What follows belongs to an exercise in optimizing a design on an open flow for small area and few clock cycles; a production flow would make more cautious choices. Only simulation tests tie the RTL to the original design; equivalence was not proved. Power figures rest on the tool's default switching activity, not on a simulated workload.

==> flow/config.mk <==
export PLATFORM = sky130hd
export DESIGN_NAME = pl_zero_token_scanner
export DESIGN_NICKNAME = pl_zero_token_scanner
export VERILOG_FILES = /design/flow/design.v
export SDC_FILE = /design/flow/constraint.sdc
export NUM_CORES = 4
export LEC_CHECK = 0
export CAP_MARGIN = 20
export CORE_MARGIN = 2
export CORE_UTILIZATION = 40
export SLEW_MARGIN = 20
==> flow/constraint.sdc <==
create_clock -name core_clock -period 8.0 [get_ports {clk_i}]
set_input_delay 1.6000 -clock core_clock [delete_from_list [all_inputs] [get_ports {clk_i}]]
set_output_delay 1.6000 -clock core_clock [all_outputs]
set_load 0.01 [all_outputs]
==> flow/design.v <==
  localparam logic [5:0] TokInvalid = 6'd0;
  localparam logic [5:0] TokIdent   = 6'd1;
  localparam logic [5:0] TokNumber  = 6'd2;
  localparam logic [5:0] TokKwBase  = 6'd3;
  localparam logic [5:0] TokPlus    = 6'd19;
  localparam logic [5:0] TokMinus   = 6'd20;
  localparam logic [5:0] TokStar    = 6'd21;
  localparam logic [5:0] TokSlash   = 6'd22;
  localparam logic [5:0] TokEq      = 6'd23;
  localparam logic [5:0] TokNe      = 6'd24;
  localparam logic [5:0] TokLt      = 6'd25;
  localparam logic [5:0] TokLe      = 6'd26;
  localparam logic [5:0] TokGt      = 6'd27;
  localparam logic [5:0] TokGe      = 6'd28;
  localparam logic [5:0] TokLParen  = 6'd29;
  localparam logic [5:0] TokRParen  = 6'd30;
  localparam logic [5:0] TokComma   = 6'd31;
  localparam logic [5:0] TokSemi    = 6'd32;
  localparam logic [5:0] TokPeriod  = 6'd33;
  localparam logic [5:0] TokAssign  = 6'd34;
  localparam logic [5:0] TokAndAnd  = 6'd35;
  localparam logic [5:0] TokOrOr    = 6'd36;
  localparam logic [5:0] TokNot     = 6'd37;
  localparam logic [5:0] TokLBrack  = 6'd38;
  localparam logic [5:0] TokRBrack  = 6'd39;
  localparam logic [5:0] TokLBrace  = 6'd40;
  localparam logic [5:0] TokRBrace  = 6'd41;
  localparam logic [5:0] TokEnd     = 6'd42;
  localparam int KwCount = 16;
  localparam logic [7:0] ChNul   = 8'h00;
  localparam logic [7:0] ChSpace = 8'h20;
  localparam logic [7:0] ChTab   = 8'h09;
  localparam logic [7:0] ChCr    = 8'h0D;
  localparam logic [7:0] ChLf    = 8'h0A;
  localparam logic [7:0] ChUnder = 8'h5F;
  localparam logic [7:0] ChSlash = 8'h2F;
  localparam logic [7:0] ChStar  = 8'h2A;
  localparam int OutDepth = 4;
  localparam int OutPtrW  = 2;
  localparam int OutCntW  = 3;
  localparam int TokW     = 137;   
  localparam logic [2:0] PhIdle   = 3'd0;
  localparam logic [2:0] PhIdent  = 3'd1;
  localparam logic [2:0] PhNumber = 3'd2;
  localparam logic [2:0] PhSlash  = 3'd3;
  localparam logic [2:0] PhSym    = 3'd4;
  localparam logic [2:0] PhBlock  = 3'd5;
  localparam logic [2:0] PhLine   = 3'd6;
  localparam int TkLast  = 0;
  localparam int TkCol   = 1;
  localparam int TkLine  = 17;
  localparam int TkLen   = 33;
  localparam int TkText  = 37;
  localparam int TkValue = 101;
  localparam int TkCode  = 131;
  function automatic logic [63:0] kw_text(input int i);
    logic [63:0] t;
    case (i)
      0:       t = 64'h0000_0000_0072_6176;
      1:       t = 64'h0000_0074_736E_6F63;
      2:       t = 64'h7275_6465_636F_7270;
      3:       t = 64'h0000_006E_6967_6562;
      4:       t = 64'h0000_0000_0064_6E65;
      5:       t = 64'h0000_0000_0000_6669;
      6:       t = 64'h0000_0000_6E65_6874;
      7:       t = 64'h0000_0000_0000_6F64;
      8:       t = 64'h0000_0065_6C69_6877;
      9:       t = 64'h0000_0000_6C6C_6163;
      10:      t = 64'h0000_0000_0064_646F;
      11:      t = 64'h0000_6E72_7574_6572;
      12:      t = 64'h0000_0000_6573_6C65;
      13:      t = 64'h0000_0000_6669_6C65;
      14:      t = 64'h0000_0066_6964_6E65;
      default: t = 64'h0000_0074_6E69_7270;
    endcase
    kw_text = t;
  endfunction
  function automatic logic [4:0] kw_len(input int i);
    logic [4:0] l;
    case (i)
      0, 4, 10:                l = 5'd3;
      5, 7:                    l = 5'd2;
      6, 9, 12, 13:            l = 5'd4;
      11:                      l = 5'd6;
      2:                       l = 5'd9;
      default:                 l = 5'd5;
    endcase
    kw_len = l;
  endfunction
  function automatic logic is_alpha(input logic [7:0] c);
    is_alpha = (c >= "a" && c <= "z") || (c >= "A" && c <= "Z");
  endfunction
  function automatic logic is_digit(input logic [7:0] c);
    is_digit = c >= "0" && c <= "9";
  endfunction
  function automatic logic is_ident_start(input logic [7:0] c);
    is_ident_start = is_alpha(c) || c == ChUnder;
  endfunction
  function automatic logic is_ident_char(input logic [7:0] c);
    is_ident_char = is_ident_start(c) || is_digit(c);
  endfunction
  function automatic logic is_white(input logic [7:0] c);
    is_white = c == ChSpace || c == ChTab || c == ChLf || c == ChCr;
  endfunction
  function automatic logic starts_pair(input logic [7:0] c);
    starts_pair = c == "!" || c == "<" || c == ">" || c == ":" || c == "&" || c == "|";
  endfunction
  function automatic logic [5:0] sym_single(input logic [7:0] c);
    logic [5:0] k;
    case (c)
      "+":     k = TokPlus;
      "-":     k = TokMinus;
      "*":     k = TokStar;
      "/":     k = TokSlash;
      "=":     k = TokEq;
      "<":     k = TokLt;
      ">":     k = TokGt;
      "(":     k = TokLParen;
      ")":     k = TokRParen;
      ",":     k = TokComma;
      ";":     k = TokSemi;
      ".":     k = TokPeriod;
      "!":     k = TokNot;
      "[":     k = TokLBrack;
      "]":     k = TokRBrack;
      "{":     k = TokLBrace;
      "}":     k = TokRBrace;
      default: k = TokInvalid;
    endcase
    sym_single = k;
  endfunction
  function automatic logic [5:0] sym_pair(input logic [7:0] a, input logic [7:0] b);
    logic [5:0] k;
    k = TokInvalid;
    if (a == "!" && b == "=") k = TokNe;
    if (a == "<" && b == "=") k = TokLe;
    if (a == ">" && b == "=") k = TokGe;
    if (a == ":" && b == "=") k = TokAssign;
    if (a == "&" && b == "&") k = TokAndAnd;
    if (a == "|" && b == "|") k = TokOrOr;
    sym_pair = k;
  endfunction
  function automatic logic [5:0] kw_lookup(input logic [63:0] text, input logic [4:0] len);
    logic [5:0] k;
    k = TokInvalid;
    for (int i = 0; i < KwCount; i++) begin
      if (len == kw_len(i) && text == kw_text(i)) k = TokKwBase + 6'(i);
    end
    kw_lookup = k;
  endfunction
  function automatic logic [TokW-1:0] mk_tok(input logic [5:0] code, input logic [15:0] line,
                                             input logic [15:0] col);
    logic [TokW-1:0] t;
    t                   = '0;
    t[TkCode +: 6]      = code;
    t[TkLine +: 16]     = line;
    t[TkCol +: 16]      = col;
    mk_tok = t;
  endfunction
module plzt_out_fifo
(
  input  logic   clk_i,
  input  logic   rst_ni,
  input  logic [1:0]      push_i,   
  input  logic [136:0]    tok_a_i,
  input  logic [136:0]    tok_b_i,
  output logic   space_o,
  output logic   out_valid_o,
  output logic [136:0]    out_tok_o,
  input  logic   out_ready_i
);
  localparam logic [5:0] TokInvalid = 6'd0;
  localparam logic [5:0] TokIdent   = 6'd1;
  localparam logic [5:0] TokNumber  = 6'd2;
  localparam logic [5:0] TokKwBase  = 6'd3;
  localparam logic [5:0] TokPlus    = 6'd19;
  localparam logic [5:0] TokMinus   = 6'd20;
  localparam logic [5:0] TokStar    = 6'd21;
  localparam logic [5:0] TokSlash   = 6'd22;
  localparam logic [5:0] TokEq      = 6'd23;
  localparam logic [5:0] TokNe      = 6'd24;
  localparam logic [5:0] TokLt      = 6'd25;
  localparam logic [5:0] TokLe      = 6'd26;
  localparam logic [5:0] TokGt      = 6'd27;
  localparam logic [5:0] TokGe      = 6'd28;
  localparam logic [5:0] TokLParen  = 6'd29;
  localparam logic [5:0] TokRParen  = 6'd30;
  localparam logic [5:0] TokComma   = 6'd31;
  localparam logic [5:0] TokSemi    = 6'd32;
  localparam logic [5:0] TokPeriod  = 6'd33;
  localparam logic [5:0] TokAssign  = 6'd34;
  localparam logic [5:0] TokAndAnd  = 6'd35;
  localparam logic [5:0] TokOrOr    = 6'd36;
  localparam logic [5:0] TokNot     = 6'd37;
  localparam logic [5:0] TokLBrack  = 6'd38;
  localparam logic [5:0] TokRBrack  = 6'd39;
  localparam logic [5:0] TokLBrace  = 6'd40;
  localparam logic [5:0] TokRBrace  = 6'd41;
  localparam logic [5:0] TokEnd     = 6'd42;
  localparam int KwCount = 16;
  localparam logic [7:0] ChNul   = 8'h00;
  localparam logic [7:0] ChSpace = 8'h20;
  localparam logic [7:0] ChTab   = 8'h09;
  localparam logic [7:0] ChCr    = 8'h0D;
  localparam logic [7:0] ChLf    = 8'h0A;
  localparam logic [7:0] ChUnder = 8'h5F;
  localparam logic [7:0] ChSlash = 8'h2F;
  localparam logic [7:0] ChStar  = 8'h2A;
  localparam int OutDepth = 4;
  localparam int OutPtrW  = 2;
  localparam int OutCntW  = 3;
  localparam int TokW     = 137;   
  localparam logic [2:0] PhIdle   = 3'd0;
  localparam logic [2:0] PhIdent  = 3'd1;
  localparam logic [2:0] PhNumber = 3'd2;
  localparam logic [2:0] PhSlash  = 3'd3;
  localparam logic [2:0] PhSym    = 3'd4;
  localparam logic [2:0] PhBlock  = 3'd5;
  localparam logic [2:0] PhLine   = 3'd6;
  localparam int TkLast  = 0;
  localparam int TkCol   = 1;
  localparam int TkLine  = 17;
  localparam int TkLen   = 33;
  localparam int TkText  = 37;
  localparam int TkValue = 101;
  localparam int TkCode  = 131;
  function automatic logic [63:0] kw_text(input int i);
    logic [63:0] t;
    case (i)
      0:       t = 64'h0000_0000_0072_6176;
      1:       t = 64'h0000_0074_736E_6F63;
      2:       t = 64'h7275_6465_636F_7270;
      3:       t = 64'h0000_006E_6967_6562;
      4:       t = 64'h0000_0000_0064_6E65;
      5:       t = 64'h0000_0000_0000_6669;
      6:       t = 64'h0000_0000_6E65_6874;
      7:       t = 64'h0000_0000_0000_6F64;
      8:       t = 64'h0000_0065_6C69_6877;
      9:       t = 64'h0000_0000_6C6C_6163;
      10:      t = 64'h0000_0000_0064_646F;
      11:      t = 64'h0000_6E72_7574_6572;
      12:      t = 64'h0000_0000_6573_6C65;
      13:      t = 64'h0000_0000_6669_6C65;
      14:      t = 64'h0000_0066_6964_6E65;
      default: t = 64'h0000_0074_6E69_7270;
    endcase
    kw_text = t;
  endfunction
  function automatic logic [4:0] kw_len(input int i);
    logic [4:0] l;
    case (i)
      0, 4, 10:                l = 5'd3;
      5, 7:                    l = 5'd2;
      6, 9, 12, 13:            l = 5'd4;
      11:                      l = 5'd6;
      2:                       l = 5'd9;
      default:                 l = 5'd5;
    endcase
    kw_len = l;
  endfunction
  function automatic logic is_alpha(input logic [7:0] c);
    is_alpha = (c >= "a" && c <= "z") || (c >= "A" && c <= "Z");
  endfunction
  function automatic logic is_digit(input logic [7:0] c);
    is_digit = c >= "0" && c <= "9";
  endfunction
  function automatic logic is_ident_start(input logic [7:0] c);
    is_ident_start = is_alpha(c) || c == ChUnder;
  endfunction
  function automatic logic is_ident_char(input logic [7:0] c);
    is_ident_char = is_ident_start(c) || is_digit(c);
  endfunction
  function automatic logic is_white(input logic [7:0] c);
    is_white = c == ChSpace || c == ChTab || c == ChLf || c == ChCr;
  endfunction
  function automatic logic starts_pair(input logic [7:0] c);
    starts_pair = c == "!" || c == "<" || c == ">" || c == ":" || c == "&" || c == "|";
  endfunction
  function automatic logic [5:0] sym_single(input logic [7:0] c);
    logic [5:0] k;
    case (c)
      "+":     k = TokPlus;
      "-":     k = TokMinus;
      "*":     k = TokStar;
      "/":     k = TokSlash;
      "=":     k = TokEq;
      "<":     k = TokLt;
      ">":     k = TokGt;
      "(":     k = TokLParen;
      ")":     k = TokRParen;
      ",":     k = TokComma;
      ";":     k = TokSemi;
      ".":     k = TokPeriod;
      "!":     k = TokNot;
      "[":     k = TokLBrack;
      "]":     k = TokRBrack;
      "{":     k = TokLBrace;
      "}":     k = TokRBrace;
      default: k = TokInvalid;
    endcase
    sym_single = k;
  endfunction
  function automatic logic [5:0] sym_pair(input logic [7:0] a, input logic [7:0] b);
    logic [5:0] k;
    k = TokInvalid;
    if (a == "!" && b == "=") k = TokNe;
    if (a == "<" && b == "=") k = TokLe;
    if (a == ">" && b == "=") k = TokGe;
    if (a == ":" && b == "=") k = TokAssign;
    if (a == "&" && b == "&") k = TokAndAnd;
    if (a == "|" && b == "|") k = TokOrOr;
    sym_pair = k;
  endfunction
  function automatic logic [5:0] kw_lookup(input logic [63:0] text, input logic [4:0] len);
    logic [5:0] k;
    k = TokInvalid;
    for (int i = 0; i < KwCount; i++) begin
      if (len == kw_len(i) && text == kw_text(i)) k = TokKwBase + 6'(i);
    end
    kw_lookup = k;
  endfunction
  function automatic logic [TokW-1:0] mk_tok(input logic [5:0] code, input logic [15:0] line,
                                             input logic [15:0] col);
    logic [TokW-1:0] t;
    t                   = '0;
    t[TkCode +: 6]      = code;
    t[TkLine +: 16]     = line;
    t[TkCol +: 16]      = col;
    mk_tok = t;
  endfunction
  logic [TokW-1:0]    mem_q [OutDepth];
  logic [OutPtrW-1:0] wptr_q, wptr_d, rptr_q, rptr_d;
  logic [OutCntW-1:0] cnt_q, cnt_d;
  logic [OutPtrW-1:0] widx_b;
  logic [OutCntW-1:0] n_push;
  logic               pop;
  assign space_o     = cnt_q <= OutCntW'(OutDepth - 2);
  assign out_valid_o = cnt_q != '0;
  assign out_tok_o   = mem_q[rptr_q];
  assign pop         = out_valid_o && out_ready_i;
  assign n_push      = OutCntW'(push_i[1]) + OutCntW'(push_i[0]);
  assign widx_b      = push_i[1] ? wptr_q + OutPtrW'(1) : wptr_q;
  assign wptr_d      = wptr_q + n_push[OutPtrW-1:0];
  assign rptr_d      = pop ? rptr_q + OutPtrW'(1) : rptr_q;
  assign cnt_d       = cnt_q + n_push - OutCntW'(pop);
  always_ff @(posedge clk_i) begin
    if (push_i[1]) mem_q[wptr_q] <= tok_a_i;
    if (push_i[0]) mem_q[widx_b] <= tok_b_i;
  end
  always_ff @(posedge clk_i or negedge rst_ni) begin
    if (!rst_ni) begin
      wptr_q <= '0;
      rptr_q <= '0;
      cnt_q  <= '0;
    end else begin
      wptr_q <= wptr_d;
      rptr_q <= rptr_d;
      cnt_q  <= cnt_d;
    end
  end
endmodule
module plzt_scan_core
#(
  parameter int ID_MAX_LEN     = 8,
  parameter int NUM_MAX_DIGITS = 9,
  parameter int POS_BITS       = 16
) (
  input  logic       clk_i,
  input  logic       rst_ni,
  input  logic       in_fire_i,
  input  logic       in_mode_i,
  input  logic [7:0] in_char_i,
  output logic [1:0] push_o,   
  output logic [136:0]    tok_a_o,
  output logic [136:0]    tok_b_o
);
  localparam logic [5:0] TokInvalid = 6'd0;
  localparam logic [5:0] TokIdent   = 6'd1;
  localparam logic [5:0] TokNumber  = 6'd2;
  localparam logic [5:0] TokKwBase  = 6'd3;
  localparam logic [5:0] TokPlus    = 6'd19;
  localparam logic [5:0] TokMinus   = 6'd20;
  localparam logic [5:0] TokStar    = 6'd21;
  localparam logic [5:0] TokSlash   = 6'd22;
  localparam logic [5:0] TokEq      = 6'd23;
  localparam logic [5:0] TokNe      = 6'd24;
  localparam logic [5:0] TokLt      = 6'd25;
  localparam logic [5:0] TokLe      = 6'd26;
  localparam logic [5:0] TokGt      = 6'd27;
  localparam logic [5:0] TokGe      = 6'd28;
  localparam logic [5:0] TokLParen  = 6'd29;
  localparam logic [5:0] TokRParen  = 6'd30;
  localparam logic [5:0] TokComma   = 6'd31;
  localparam logic [5:0] TokSemi    = 6'd32;
  localparam logic [5:0] TokPeriod  = 6'd33;
  localparam logic [5:0] TokAssign  = 6'd34;
  localparam logic [5:0] TokAndAnd  = 6'd35;
  localparam logic [5:0] TokOrOr    = 6'd36;
  localparam logic [5:0] TokNot     = 6'd37;
  localparam logic [5:0] TokLBrack  = 6'd38;
  localparam logic [5:0] TokRBrack  = 6'd39;
  localparam logic [5:0] TokLBrace  = 6'd40;
  localparam logic [5:0] TokRBrace  = 6'd41;
  localparam logic [5:0] TokEnd     = 6'd42;
  localparam int KwCount = 16;
  localparam logic [7:0] ChNul   = 8'h00;
  localparam logic [7:0] ChSpace = 8'h20;
  localparam logic [7:0] ChTab   = 8'h09;
  localparam logic [7:0] ChCr    = 8'h0D;
  localparam logic [7:0] ChLf    = 8'h0A;
  localparam logic [7:0] ChUnder = 8'h5F;
  localparam logic [7:0] ChSlash = 8'h2F;
  localparam logic [7:0] ChStar  = 8'h2A;
  localparam int OutDepth = 4;
  localparam int OutPtrW  = 2;
  localparam int OutCntW  = 3;
  localparam int TokW     = 137;   
  localparam logic [2:0] PhIdle   = 3'd0;
  localparam logic [2:0] PhIdent  = 3'd1;
  localparam logic [2:0] PhNumber = 3'd2;
  localparam logic [2:0] PhSlash  = 3'd3;
  localparam logic [2:0] PhSym    = 3'd4;
  localparam logic [2:0] PhBlock  = 3'd5;
  localparam logic [2:0] PhLine   = 3'd6;
  localparam int TkLast  = 0;
  localparam int TkCol   = 1;
  localparam int TkLine  = 17;
  localparam int TkLen   = 33;
  localparam int TkText  = 37;
  localparam int TkValue = 101;
  localparam int TkCode  = 131;
  function automatic logic [63:0] kw_text(input int i);
    logic [63:0] t;
    case (i)
      0:       t = 64'h0000_0000_0072_6176;
      1:       t = 64'h0000_0074_736E_6F63;
      2:       t = 64'h7275_6465_636F_7270;
      3:       t = 64'h0000_006E_6967_6562;
      4:       t = 64'h0000_0000_0064_6E65;
      5:       t = 64'h0000_0000_0000_6669;
      6:       t = 64'h0000_0000_6E65_6874;
      7:       t = 64'h0000_0000_0000_6F64;
      8:       t = 64'h0000_0065_6C69_6877;
      9:       t = 64'h0000_0000_6C6C_6163;
      10:      t = 64'h0000_0000_0064_646F;
      11:      t = 64'h0000_6E72_7574_6572;
      12:      t = 64'h0000_0000_6573_6C65;
      13:      t = 64'h0000_0000_6669_6C65;
      14:      t = 64'h0000_0066_6964_6E65;
      default: t = 64'h0000_0074_6E69_7270;
    endcase
    kw_text = t;
  endfunction
  function automatic logic [4:0] kw_len(input int i);
    logic [4:0] l;
    case (i)
      0, 4, 10:                l = 5'd3;
      5, 7:                    l = 5'd2;
      6, 9, 12, 13:            l = 5'd4;
      11:                      l = 5'd6;
      2:                       l = 5'd9;
      default:                 l = 5'd5;
    endcase
    kw_len = l;
  endfunction
  function automatic logic is_alpha(input logic [7:0] c);
    is_alpha = (c >= "a" && c <= "z") || (c >= "A" && c <= "Z");
  endfunction
  function automatic logic is_digit(input logic [7:0] c);
    is_digit = c >= "0" && c <= "9";
  endfunction
  function automatic logic is_ident_start(input logic [7:0] c);
    is_ident_start = is_alpha(c) || c == ChUnder;
  endfunction
  function automatic logic is_ident_char(input logic [7:0] c);
    is_ident_char = is_ident_start(c) || is_digit(c);
  endfunction
  function automatic logic is_white(input logic [7:0] c);
    is_white = c == ChSpace || c == ChTab || c == ChLf || c == ChCr;
  endfunction
  function automatic logic starts_pair(input logic [7:0] c);
    starts_pair = c == "!" || c == "<" || c == ">" || c == ":" || c == "&" || c == "|";
  endfunction
  function automatic logic [5:0] sym_single(input logic [7:0] c);
    logic [5:0] k;
    case (c)
      "+":     k = TokPlus;
      "-":     k = TokMinus;
      "*":     k = TokStar;
      "/":     k = TokSlash;
      "=":     k = TokEq;
      "<":     k = TokLt;
      ">":     k = TokGt;
      "(":     k = TokLParen;
      ")":     k = TokRParen;
      ",":     k = TokComma;
      ";":     k = TokSemi;
      ".":     k = TokPeriod;
      "!":     k = TokNot;
      "[":     k = TokLBrack;
      "]":     k = TokRBrack;
      "{":     k = TokLBrace;
      "}":     k = TokRBrace;
      default: k = TokInvalid;
    endcase
    sym_single = k;
  endfunction
  function automatic logic [5:0] sym_pair(input logic [7:0] a, input logic [7:0] b);
    logic [5:0] k;
    k = TokInvalid;
    if (a == "!" && b == "=") k = TokNe;
    if (a == "<" && b == "=") k = TokLe;
    if (a == ">" && b == "=") k = TokGe;
    if (a == ":" && b == "=") k = TokAssign;
    if (a == "&" && b == "&") k = TokAndAnd;
    if (a == "|" && b == "|") k = TokOrOr;
    sym_pair = k;
  endfunction
  function automatic logic [5:0] kw_lookup(input logic [63:0] text, input logic [4:0] len);
    logic [5:0] k;
    k = TokInvalid;
    for (int i = 0; i < KwCount; i++) begin
      if (len == kw_len(i) && text == kw_text(i)) k = TokKwBase + 6'(i);
    end
    kw_lookup = k;
  endfunction
  function automatic logic [TokW-1:0] mk_tok(input logic [5:0] code, input logic [15:0] line,
                                             input logic [15:0] col);
    logic [TokW-1:0] t;
    t                   = '0;
    t[TkCode +: 6]      = code;
    t[TkLine +: 16]     = line;
    t[TkCol +: 16]      = col;
    mk_tok = t;
  endfunction
  localparam int ExtW = (POS_BITS > 16) ? POS_BITS : 16;
  logic [2:0]          phase_q;
  logic [2:0]          phase_d;
  logic [63:0]         text_q, text_d;
  logic [4:0]          count_q, count_d;
  logic [29:0]         accum_q, accum_d;
  logic                bad_q, bad_d;
  logic [7:0]          held_q, held_d;
  logic                star_q, star_d;
  logic [POS_BITS-1:0] line_q, line_d;
  logic [POS_BITS-1:0] col_q, col_d;
  logic [POS_BITS-1:0] tok_line_q, tok_line_d;
  logic [POS_BITS-1:0] tok_col_q, tok_col_d;
  logic [ExtW-1:0] line_ext, col_ext, tok_line_ext, tok_col_ext;
  logic [15:0]     ln16, col16, tln16, tcol16;
  logic [7:0]      c;
  logic            restart;
  logic            fresh;
  logic [5:0]      pair_code;
  logic [TokW-1:0] ident_tok, number_tok, held_tok;
  assign c            = in_char_i;
  assign line_ext     = ExtW'(line_q);
  assign col_ext      = ExtW'(col_q);
  assign tok_line_ext = ExtW'(tok_line_q);
  assign tok_col_ext  = ExtW'(tok_col_q);
  assign ln16         = line_ext[15:0];
  assign col16        = col_ext[15:0];
  assign tln16        = tok_line_ext[15:0];
  assign tcol16       = tok_col_ext[15:0];
  assign pair_code    = (c == ChNul) ? sym_single(held_q) : sym_pair(held_q, c);
  assign fresh = !is_white(c) && !is_ident_start(c) && !is_digit(c) &&
                 c != ChSlash && !starts_pair(c);
  always_comb begin
    restart = 1'b0;
    case (phase_q)
      PhIdent:  restart = !is_ident_char(c);
      PhNumber: restart = !is_digit(c) && !is_ident_start(c);
      PhSlash:  restart = c != ChStar && c != ChSlash;
      PhSym:    restart = pair_code == TokInvalid;
      PhBlock:  restart = 1'b0;
      PhLine:   restart = 1'b0;
      default:  restart = 1'b1;
    endcase
  end
  always_comb begin
    logic [TokW-1:0] t;
    t = mk_tok(TokInvalid, tln16, tcol16);
    if (count_q <= 5'(ID_MAX_LEN)) begin
      t[TkCode +: 6] = kw_lookup(text_q, count_q);
      if (t[TkCode +: 6] == TokInvalid) begin
        t[TkCode +: 6] = TokIdent;
        t[TkText +: 64] = text_q;
        t[TkLen +: 4]   = count_q[3:0];
      end
    end
    ident_tok = t;
  end
  always_comb begin
    number_tok = mk_tok(TokInvalid, tln16, tcol16);
    if (!bad_q && count_q <= 5'(NUM_MAX_DIGITS)) begin
      number_tok[TkCode +: 6]   = TokNumber;
      number_tok[TkValue +: 30] = accum_q;
    end
  end
  assign held_tok = mk_tok(sym_single(held_q), tln16, tcol16);
  always_comb begin
    phase_d    = phase_q;
    text_d     = text_q;
    count_d    = count_q;
    accum_d    = accum_q;
    bad_d      = bad_q;
    held_d     = held_q;
    star_d     = star_q;
    line_d     = line_q;
    col_d      = col_q;
    tok_line_d = tok_line_q;
    tok_col_d  = tok_col_q;
    if (in_fire_i) begin
      if (in_mode_i) begin
        phase_d    = PhIdle;
        text_d     = '0;
        count_d    = '0;
        accum_d    = '0;
        bad_d      = 1'b0;
        held_d     = '0;
        star_d     = 1'b0;
        line_d     = POS_BITS'(1);
        col_d      = '0;
        tok_line_d = POS_BITS'(1);
        tok_col_d  = '0;
      end else begin
        if (c == ChLf) begin
          if (line_q != '1) line_d = line_q + POS_BITS'(1);
          col_d = '0;
        end else if (col_q != '1) begin
          col_d = col_q + POS_BITS'(1);
        end
        case (phase_q)
          PhIdent: begin
            if (is_ident_char(c)) begin
              if (count_q < 5'(ID_MAX_LEN)) text_d[{count_q[2:0], 3'b000} +: 8] = c;
              if (count_q != 5'd31) count_d = count_q + 5'd1;
            end
          end
          PhNumber: begin
            if (is_digit(c)) begin
              if (count_q < 5'(NUM_MAX_DIGITS)) begin
                accum_d = 30'(33'({accum_q, 3'b000}) + 33'({accum_q, 1'b0}) +
                              33'(c[3:0]));
              end
              if (count_q != 5'd31) count_d = count_q + 5'd1;
            end else if (is_ident_start(c)) begin
              bad_d = 1'b1;
            end
          end
          PhSlash: begin
            if (c == ChStar) begin
              star_d  = 1'b0;
              phase_d = PhBlock;
            end else if (c == ChSlash) begin
              phase_d = PhLine;
            end
          end
          PhSym: begin
            if (pair_code != TokInvalid) phase_d = PhIdle;
          end
          PhBlock: begin
            if (star_q && c == ChSlash) phase_d = PhIdle;
            else star_d = (c == ChStar);
          end
          PhLine: begin
            if (c == ChLf) phase_d = PhIdle;
          end
          default: begin
          end
        endcase
        if (restart) begin
          phase_d    = PhIdle;
          tok_line_d = line_q;
          tok_col_d  = col_q;
          if (is_ident_start(c)) begin
            text_d  = {56'd0, c};
            count_d = 5'd1;
            phase_d = PhIdent;
          end else if (is_digit(c)) begin
            accum_d = 30'(c[3:0]);
            bad_d   = 1'b0;
            count_d = 5'd1;
            phase_d = PhNumber;
          end else if (c == ChSlash) begin
            phase_d = PhSlash;
          end else if (starts_pair(c)) begin
            held_d  = c;
            phase_d = PhSym;
          end
        end
      end
    end
  end
  always_comb begin
    push_o  = '0;
    tok_a_o = ident_tok;
    tok_b_o = mk_tok(TokEnd, ln16, col16);
    if (in_fire_i) begin
      case (phase_q)
        PhIdent:  tok_a_o = ident_tok;
        PhNumber: tok_a_o = number_tok;
        PhSlash:  tok_a_o = mk_tok(TokSlash, tln16, tcol16);
        PhSym: begin
          if (!in_mode_i && pair_code != TokInvalid) tok_a_o = mk_tok(pair_code, tln16, tcol16);
          else tok_a_o = held_tok;
        end
        default:  tok_a_o = ident_tok;
      endcase
      if (in_mode_i) begin
        push_o[1] = phase_q == PhIdent || phase_q == PhNumber ||
                   phase_q == PhSlash || phase_q == PhSym;
        push_o[0] = 1'b1;
      end else begin
        push_o[1] = phase_q == PhSym ||
                   (restart && (phase_q == PhIdent || phase_q == PhNumber ||
                                phase_q == PhSlash));
        push_o[0] = restart && fresh;
        tok_b_o  = mk_tok(sym_single(c), ln16, col16);
      end
      tok_a_o[TkLast] = !push_o[0];
      tok_b_o[TkLast] = 1'b1;
    end
  end
  always_ff @(posedge clk_i or negedge rst_ni) begin
    if (!rst_ni) begin
      phase_q    <= PhIdle;
      text_q     <= '0;
      count_q    <= '0;
      accum_q    <= '0;
      bad_q      <= 1'b0;
      held_q     <= '0;
      star_q     <= 1'b0;
      line_q     <= POS_BITS'(1);
      col_q      <= '0;
      tok_line_q <= POS_BITS'(1);
      tok_col_q  <= '0;
    end else begin
      phase_q    <= phase_d;
      text_q     <= text_d;
      count_q    <= count_d;
      accum_q    <= accum_d;
      bad_q      <= bad_d;
      held_q     <= held_d;
      star_q     <= star_d;
      line_q     <= line_d;
      col_q      <= col_d;
      tok_line_q <= tok_line_d;
      tok_col_q  <= tok_col_d;
    end
  end
endmodule
module pl_zero_token_scanner
#(
  parameter int ID_MAX_LEN     = 8,
  parameter int NUM_MAX_DIGITS = 9,
  parameter int POS_BITS       = 16
) (
  input  logic         clk_i,
  input  logic         rst_ni,
  input  logic         s_axis_tvalid_i,
  output logic         s_axis_tready_o,
  input  logic [7:0]   s_axis_tdata_i,   
  input  logic         s_axis_tuser_i,   
  output logic         m_axis_tvalid_o,
  input  logic         m_axis_tready_i,
  output logic [135:0] m_axis_tdata_o,
  output logic         m_axis_tlast_o    
);
  localparam logic [5:0] TokInvalid = 6'd0;
  localparam logic [5:0] TokIdent   = 6'd1;
  localparam logic [5:0] TokNumber  = 6'd2;
  localparam logic [5:0] TokKwBase  = 6'd3;
  localparam logic [5:0] TokPlus    = 6'd19;
  localparam logic [5:0] TokMinus   = 6'd20;
  localparam logic [5:0] TokStar    = 6'd21;
  localparam logic [5:0] TokSlash   = 6'd22;
  localparam logic [5:0] TokEq      = 6'd23;
  localparam logic [5:0] TokNe      = 6'd24;
  localparam logic [5:0] TokLt      = 6'd25;
  localparam logic [5:0] TokLe      = 6'd26;
  localparam logic [5:0] TokGt      = 6'd27;
  localparam logic [5:0] TokGe      = 6'd28;
  localparam logic [5:0] TokLParen  = 6'd29;
  localparam logic [5:0] TokRParen  = 6'd30;
  localparam logic [5:0] TokComma   = 6'd31;
  localparam logic [5:0] TokSemi    = 6'd32;
  localparam logic [5:0] TokPeriod  = 6'd33;
  localparam logic [5:0] TokAssign  = 6'd34;
  localparam logic [5:0] TokAndAnd  = 6'd35;
  localparam logic [5:0] TokOrOr    = 6'd36;
  localparam logic [5:0] TokNot     = 6'd37;
  localparam logic [5:0] TokLBrack  = 6'd38;
  localparam logic [5:0] TokRBrack  = 6'd39;
  localparam logic [5:0] TokLBrace  = 6'd40;
  localparam logic [5:0] TokRBrace  = 6'd41;
  localparam logic [5:0] TokEnd     = 6'd42;
  localparam int KwCount = 16;
  localparam logic [7:0] ChNul   = 8'h00;
  localparam logic [7:0] ChSpace = 8'h20;
  localparam logic [7:0] ChTab   = 8'h09;
  localparam logic [7:0] ChCr    = 8'h0D;
  localparam logic [7:0] ChLf    = 8'h0A;
  localparam logic [7:0] ChUnder = 8'h5F;
  localparam logic [7:0] ChSlash = 8'h2F;
  localparam logic [7:0] ChStar  = 8'h2A;
  localparam int OutDepth = 4;
  localparam int OutPtrW  = 2;
  localparam int OutCntW  = 3;
  localparam int TokW     = 137;   
  localparam logic [2:0] PhIdle   = 3'd0;
  localparam logic [2:0] PhIdent  = 3'd1;
  localparam logic [2:0] PhNumber = 3'd2;
  localparam logic [2:0] PhSlash  = 3'd3;
  localparam logic [2:0] PhSym    = 3'd4;
  localparam logic [2:0] PhBlock  = 3'd5;
  localparam logic [2:0] PhLine   = 3'd6;
  localparam int TkLast  = 0;
  localparam int TkCol   = 1;
  localparam int TkLine  = 17;
  localparam int TkLen   = 33;
  localparam int TkText  = 37;
  localparam int TkValue = 101;
  localparam int TkCode  = 131;
  function automatic logic [63:0] kw_text(input int i);
    logic [63:0] t;
    case (i)
      0:       t = 64'h0000_0000_0072_6176;
      1:       t = 64'h0000_0074_736E_6F63;
      2:       t = 64'h7275_6465_636F_7270;
      3:       t = 64'h0000_006E_6967_6562;
      4:       t = 64'h0000_0000_0064_6E65;
      5:       t = 64'h0000_0000_0000_6669;
      6:       t = 64'h0000_0000_6E65_6874;
      7:       t = 64'h0000_0000_0000_6F64;
      8:       t = 64'h0000_0065_6C69_6877;
      9:       t = 64'h0000_0000_6C6C_6163;
      10:      t = 64'h0000_0000_0064_646F;
      11:      t = 64'h0000_6E72_7574_6572;
      12:      t = 64'h0000_0000_6573_6C65;
      13:      t = 64'h0000_0000_6669_6C65;
      14:      t = 64'h0000_0066_6964_6E65;
      default: t = 64'h0000_0074_6E69_7270;
    endcase
    kw_text = t;
  endfunction
  function automatic logic [4:0] kw_len(input int i);
    logic [4:0] l;
    case (i)
      0, 4, 10:                l = 5'd3;
      5, 7:                    l = 5'd2;
      6, 9, 12, 13:            l = 5'd4;
      11:                      l = 5'd6;
      2:                       l = 5'd9;
      default:                 l = 5'd5;
    endcase
    kw_len = l;
  endfunction
  function automatic logic is_alpha(input logic [7:0] c);
    is_alpha = (c >= "a" && c <= "z") || (c >= "A" && c <= "Z");
  endfunction
  function automatic logic is_digit(input logic [7:0] c);
    is_digit = c >= "0" && c <= "9";
  endfunction
  function automatic logic is_ident_start(input logic [7:0] c);
    is_ident_start = is_alpha(c) || c == ChUnder;
  endfunction
  function automatic logic is_ident_char(input logic [7:0] c);
    is_ident_char = is_ident_start(c) || is_digit(c);
  endfunction
  function automatic logic is_white(input logic [7:0] c);
    is_white = c == ChSpace || c == ChTab || c == ChLf || c == ChCr;
  endfunction
  function automatic logic starts_pair(input logic [7:0] c);
    starts_pair = c == "!" || c == "<" || c == ">" || c == ":" || c == "&" || c == "|";
  endfunction
  function automatic logic [5:0] sym_single(input logic [7:0] c);
    logic [5:0] k;
    case (c)
      "+":     k = TokPlus;
      "-":     k = TokMinus;
      "*":     k = TokStar;
      "/":     k = TokSlash;
      "=":     k = TokEq;
      "<":     k = TokLt;
      ">":     k = TokGt;
      "(":     k = TokLParen;
      ")":     k = TokRParen;
      ",":     k = TokComma;
      ";":     k = TokSemi;
      ".":     k = TokPeriod;
      "!":     k = TokNot;
      "[":     k = TokLBrack;
      "]":     k = TokRBrack;
      "{":     k = TokLBrace;
      "}":     k = TokRBrace;
      default: k = TokInvalid;
    endcase
    sym_single = k;
  endfunction
  function automatic logic [5:0] sym_pair(input logic [7:0] a, input logic [7:0] b);
    logic [5:0] k;
    k = TokInvalid;
    if (a == "!" && b == "=") k = TokNe;
    if (a == "<" && b == "=") k = TokLe;
    if (a == ">" && b == "=") k = TokGe;
    if (a == ":" && b == "=") k = TokAssign;
    if (a == "&" && b == "&") k = TokAndAnd;
    if (a == "|" && b == "|") k = TokOrOr;
    sym_pair = k;
  endfunction
  function automatic logic [5:0] kw_lookup(input logic [63:0] text, input logic [4:0] len);
    logic [5:0] k;
    k = TokInvalid;
    for (int i = 0; i < KwCount; i++) begin
      if (len == kw_len(i) && text == kw_text(i)) k = TokKwBase + 6'(i);
    end
    kw_lookup = k;
  endfunction
  function automatic logic [TokW-1:0] mk_tok(input logic [5:0] code, input logic [15:0] line,
                                             input logic [15:0] col);
    logic [TokW-1:0] t;
    t                   = '0;
    t[TkCode +: 6]      = code;
    t[TkLine +: 16]     = line;
    t[TkCol +: 16]      = col;
    mk_tok = t;
  endfunction
  logic [1:0]      push;
  logic [TokW-1:0] tok_a, tok_b, out_tok;
  logic   in_fire;
  assign in_fire = s_axis_tvalid_i && s_axis_tready_o;
  plzt_scan_core #(
    .ID_MAX_LEN    (ID_MAX_LEN),
    .NUM_MAX_DIGITS(NUM_MAX_DIGITS),
    .POS_BITS      (POS_BITS)
  ) u_core (
    .clk_i    (clk_i),
    .rst_ni   (rst_ni),
    .in_fire_i(in_fire),
    .in_mode_i(s_axis_tuser_i),
    .in_char_i(s_axis_tdata_i),
    .push_o   (push),
    .tok_a_o  (tok_a),
    .tok_b_o  (tok_b)
  );
  plzt_out_fifo u_fifo (
    .clk_i      (clk_i),
    .rst_ni     (rst_ni),
    .push_i     (push),
    .tok_a_i    (tok_a),
    .tok_b_i    (tok_b),
    .space_o    (s_axis_tready_o),
    .out_valid_o(m_axis_tvalid_o),
    .out_tok_o  (out_tok),
    .out_ready_i(m_axis_tready_i)
  );
  assign m_axis_tdata_o = {out_tok[TkCol +: 16], out_tok[TkLine +: 16], out_tok[TkLen +: 4],
                           out_tok[TkText +: 64], out_tok[TkValue +: 30], out_tok[TkCode +: 6]};
  assign m_axis_tlast_o = out_tok[TkLast];
endmodule
==> flow/run.sh <==
#!/bin/bash
# synth_recipe.tcl (not shown) runs the flow's synth.tcl, then flattens the netlist and writes it again
# the make line also repeats each setting of config.mk as NAME=value (left out here)
make -C /OpenROAD-flow-scripts/flow DESIGN_CONFIG=/design/flow/config.mk WORK_HOME=/design/flow/orfs CLKGATE_MAP_FILE= SYNTH_SCRIPT=/design/flow/synth_recipe.tcl finish
==> run_results.csv <==
group,metric,value,unit
status,status,"timing/DRC/antenna clean",
yosys,synth_top_cell_by_area,"dfxtp_1",
setup_path,worstSetupStartpointType,"input pin",
setup_path,crit_chain,"clkdlybuf4s50_1, nor3_1, nand3_1, a211oi_2, o211ai_2, or3_1, a2111oi_4, nand3_2, nand2_2, buf_12",
global_route,grt_use_total,24.43,%
yosys,netlist_instances,3921,
yosys,yosys_register_bits,731,
floorplanning,rows,112,
pwr,ir_drop,180.9,uV
yosys,synthTopCellsByArea,"dfxtp_1 (21%), edfxtp_1 (12%), dfrtp_1 (12%)",
setup_path,slowest_stage,"clkdlybuf4s50_1",
setup_path,reg2reg_slack,3040,ps
layout,layout_common_cells,"nand2_1 (807), a21oi_1 (442), dfxtp_1 (392)",
setup_path,required,8350,ps
cts,cts_buffer_depth,3,
pwr,power.total,11.49,mW
setup_path,worstSetupStartpoint,"s_axis_tdata_i[3]",
floorplanning,io_pins,152,
cts,h-tree-depth,3,
yosys,synth_top_family_by_area,"simple AND/OR/NAND/NOR gates",
sta,setup_viol,0,
yosys,synth-main-ff-cell,"dfxtp_1",
pwr,p_per_area,269.1,mW/mm^2
routing,vias_per_cell,5.974,
layout,fillers,8844,
floorplanning,dieHeight,310.4,um
sta,maxSlewViolCount,0,
cts,cts_tree,"yes",
place,place_hpwl,71510,um
setup_path,crit_buf_inv,2,
setup_path,reg2reg_from,"u_fifo.cnt_q[2]",
global_route,grt_max_degree,213,
sta,maxSlewHeadroom,14.32,%
yosys,synth.distinct_cells,95,
sta,hold_viol,0,
floorplanning,die_x,310.4,um
global_route,grt_overflow_total,0,
yosys,syn-num-nets,4009,
floorplanning,core-area,0.09319,sq mm
sta,rsz0062_at_grt,"no",
layout,final_cell_count_no_fill,5201,
yosys,avgSynthCellArea,9.577,sq um
global_route,grt_pass1_wl,183900,um
sta,worst_pin_slew,1285,ps
floorplanning,dieArea,0.09635,sq mm
yosys,synthArstFlopShare,25.03,%
routing,drt_iter0_drc,2625,
sta,period_share,78.45,%
layout,layout_commonest_cell,"nand2_1",
yosys,synthesis.area,0.03755,sq mm
cts,hold_buffers,0,
yosys,synth_enable_flop_cells,156,
setup_path,worst_ep_arrival_time,6630,ps
yosys,synth-compound-area-share,13.76,%
cts,clkSinkCount,731,
sta,fin_skew,31.74,ps
routing,drcViolationCount,0,
yosys,synth_top_area_share,20.90,%
yosys,synthAdderAreaFrac,2.559,%
yosys,synthXorXnorAreaFrac,1.329,%
cts,cts_setup_buffers,0,
cts,numCtsBuffers,82,
routing,routed_wl,118800,um
pwr,leakage,15.96,nW
global_route,antenna_found_initial,6,
layout,nets,3966,
sta,post-route-min-period,6276,ps
job,cap_violations,0,
yosys,yosysSeqAreaShare,45.57,%
layout,layout-drive-gt1-share,10.24,%
setup_path,slowest_delay,750,ps
setup_path,cp-end-kind,"flop",
place,placedCellCount,5048,
yosys,synth_simple_gate_area_share,19.94,%
routing,ant_nets,0,
cts,clkTransAtPathRegs,60,ps
setup_path,path_delay_family,"simple AND/OR/NAND/NOR gates",
yosys,synthMuxAreaShare,12.12,%
sta,finalSetupTns,0,ps
setup_path,path_max_fanout,22,
routing,first_pass_iters,6,
place,place.gp.congestion,0.9237,
place,port_buffers,151,
floorplanning,start_util,40.30,%
yosys,yosysWarnings,2,
cts,root_buffer,"clkbuf_16",
layout,area_growth_syn_to_layout,13.72,%
cts,clk_latency,670,ps
setup_path,critical_path_class,"input pin to flop",
cts,cts_resized,0,
routing,post_drt_wl_per_cell,22.85,um
global_route,grt_pass1_vias,30617,
worst_hold_path,hp-class,"flop to flop",
sta,max_freq,159.3,MHz
worst_hold_path,hold_start,"u_fifo.mem_q[2][76]",
routing,num_vias,31069,
==> flip-flops by register name (all words and copies together), names as in the netlist <==
name,count
u_core.accum_q,30
u_core.bad_q,1
u_core.col_q,16
u_core.count_q,5
u_core.held_q,8
u_core.line_q,16
u_core.phase_q,3
u_core.star_q,1
u_core.text_q,64
u_core.tok_col_q,16
u_core.tok_line_q,16
u_fifo.cnt_q,3
u_fifo.mem_q,548
u_fifo.rptr_q,2
u_fifo.wptr_q,2
==> power by group <==
part	switching (mW)	internal [mW]	total, mW
sequential	0.361	4.13	4.49
combinational	1.98	1.20	3.18
clock	1.61	2.21	3.82
==> worst min-delay path: stages (launching register included) <==
cell and delay, ps:
dfxtp_1 300, nand2_1 50, a21oi_1 50
==> per-stage QoR <==
step / util [%] / setup slack, ps / hold slack, ps / area, sq um
2_1_floorplan: - / 2780 / 433.1 / 37550
3_3_place_gp: 42.88 / 1232 / 438.7 / 39960
3_5_place_dp: 42.88 / 1175 / 443.1 / 39960
4_1_cts: 45.81 / 1863 / 451.7 / 42690
5_1_grt: 45.83 / 1501 / 465.9 / 42710
6_report: 45.83 / 1724 / 450.5 / 42710
==> cell type report <==
type	instances	area (sq um)	share of cell area, %
Antenna cell	2	5.005	0.01172
Clock buffer	121	2414	5.652
Clock inverter	30	312.8	0.7324
Inverter	70	262.8	0.6153
Multi-Input combinational cell	2774	18850	44.14
Sequential cell	731	17120	40.09
Tap cell	1254	1569	3.674
Timing Repair Buffer	219	2171	5.083
==> kinds of logic after synthesis <==
kind of cell               count (synthesis)
AOI/OAI and AO/OA                        807
xor gates and xnor gates                  57
adders and majority gates                 75
buffers and inverters                    416
DFF                                      731
muxes                                    283
and+or+nand+nor                         1552
==> worst paths after layout <==
check	endpoint	depth (start not counted)
setup / recovery	u_fifo.mem_q[3][18]	10
hold reg to reg	u_fifo.mem_q[2][76]	2
max in group asynchronous	u_fifo.rptr_q[0]	2
min in group asynchronous	u_core.text_q[10]	1
setup reg to reg	u_fifo.mem_q[3][18]	9
hold / removal	u_fifo.mem_q[2][76]	2
==> synth_stat cells (11+ instances only) <==
cell,count
buf_6,13
ha_1,72
mux4_2,137
buf_1,30
inv_1,68
nor2b_1,20
dfxtp_1,392
nand2b_1,18
o31ai_1,18
a32o_1,44
a21o_1,23
and2_1,64
and3_1,13
o22ai_1,11
o211ai_1,14
o21ai_0,51
nor4_1,30
or3_1,14
nand3_1,56
a31oi_1,15
a211oi_1,17
xor2_1,12
nand2_1,811
nor3_1,70
xnor2_1,45
clkbuf_1,220
nor4b_1,15
nor2_1,106
dfrtp_1,181
a22o_1,67
edfxtp_1,156
a21oi_1,445
mux2i_1,141
nand4_1,255
o21a_1,15
buf_2,80
==> routing by layer <==
| metal | vias to the layer above | global-route usage, % | part of all wire [%] |
|---|---|---|---|
| li1 | 14264 | - | - |
| met1 | 15496 | 33.47 | 44 |
| met2 | 1104 | 39.94 | 47 |
| met3 | 201 | 3.051 | 5.9 |
| met4 | 4 | 8.381 | 2.7 |
| met5 | - | 0 | 0.028 |
Testbench counts, summed over its fixed seeds: cycles 166,645.

-- afterwards: timing with drivers on the ports --
In the flow no input, the clock included, has a driving cell. The finished layout below was timed again as built, in two steps. Step 1 assumes that a clkbuf_16 drives the clock port and a buf_2 every other input. Step 2 moves the port delays by t, midway between the first and last clock arrival at a register: inputs arrive t later, outputs are due t later. That takes back most of the time a late clock gives input paths. a / b / c = ideal ports / drivers / drivers and shift; a / b = the first two.
t, ns: 0.725
setup slack, ns: 1.724 / 1.727 / 1.002
hold slack, ns: 0.451 / 0.451 / 0.451
clock arrival spread, ns: 0.031 / 0.032
pins driven straight from the clock port: 1
After both steps setup and hold are still met in this run. For this run, drivers alone change the setup slack by +0.003 ns; drivers and shift together by -0.722 ns.
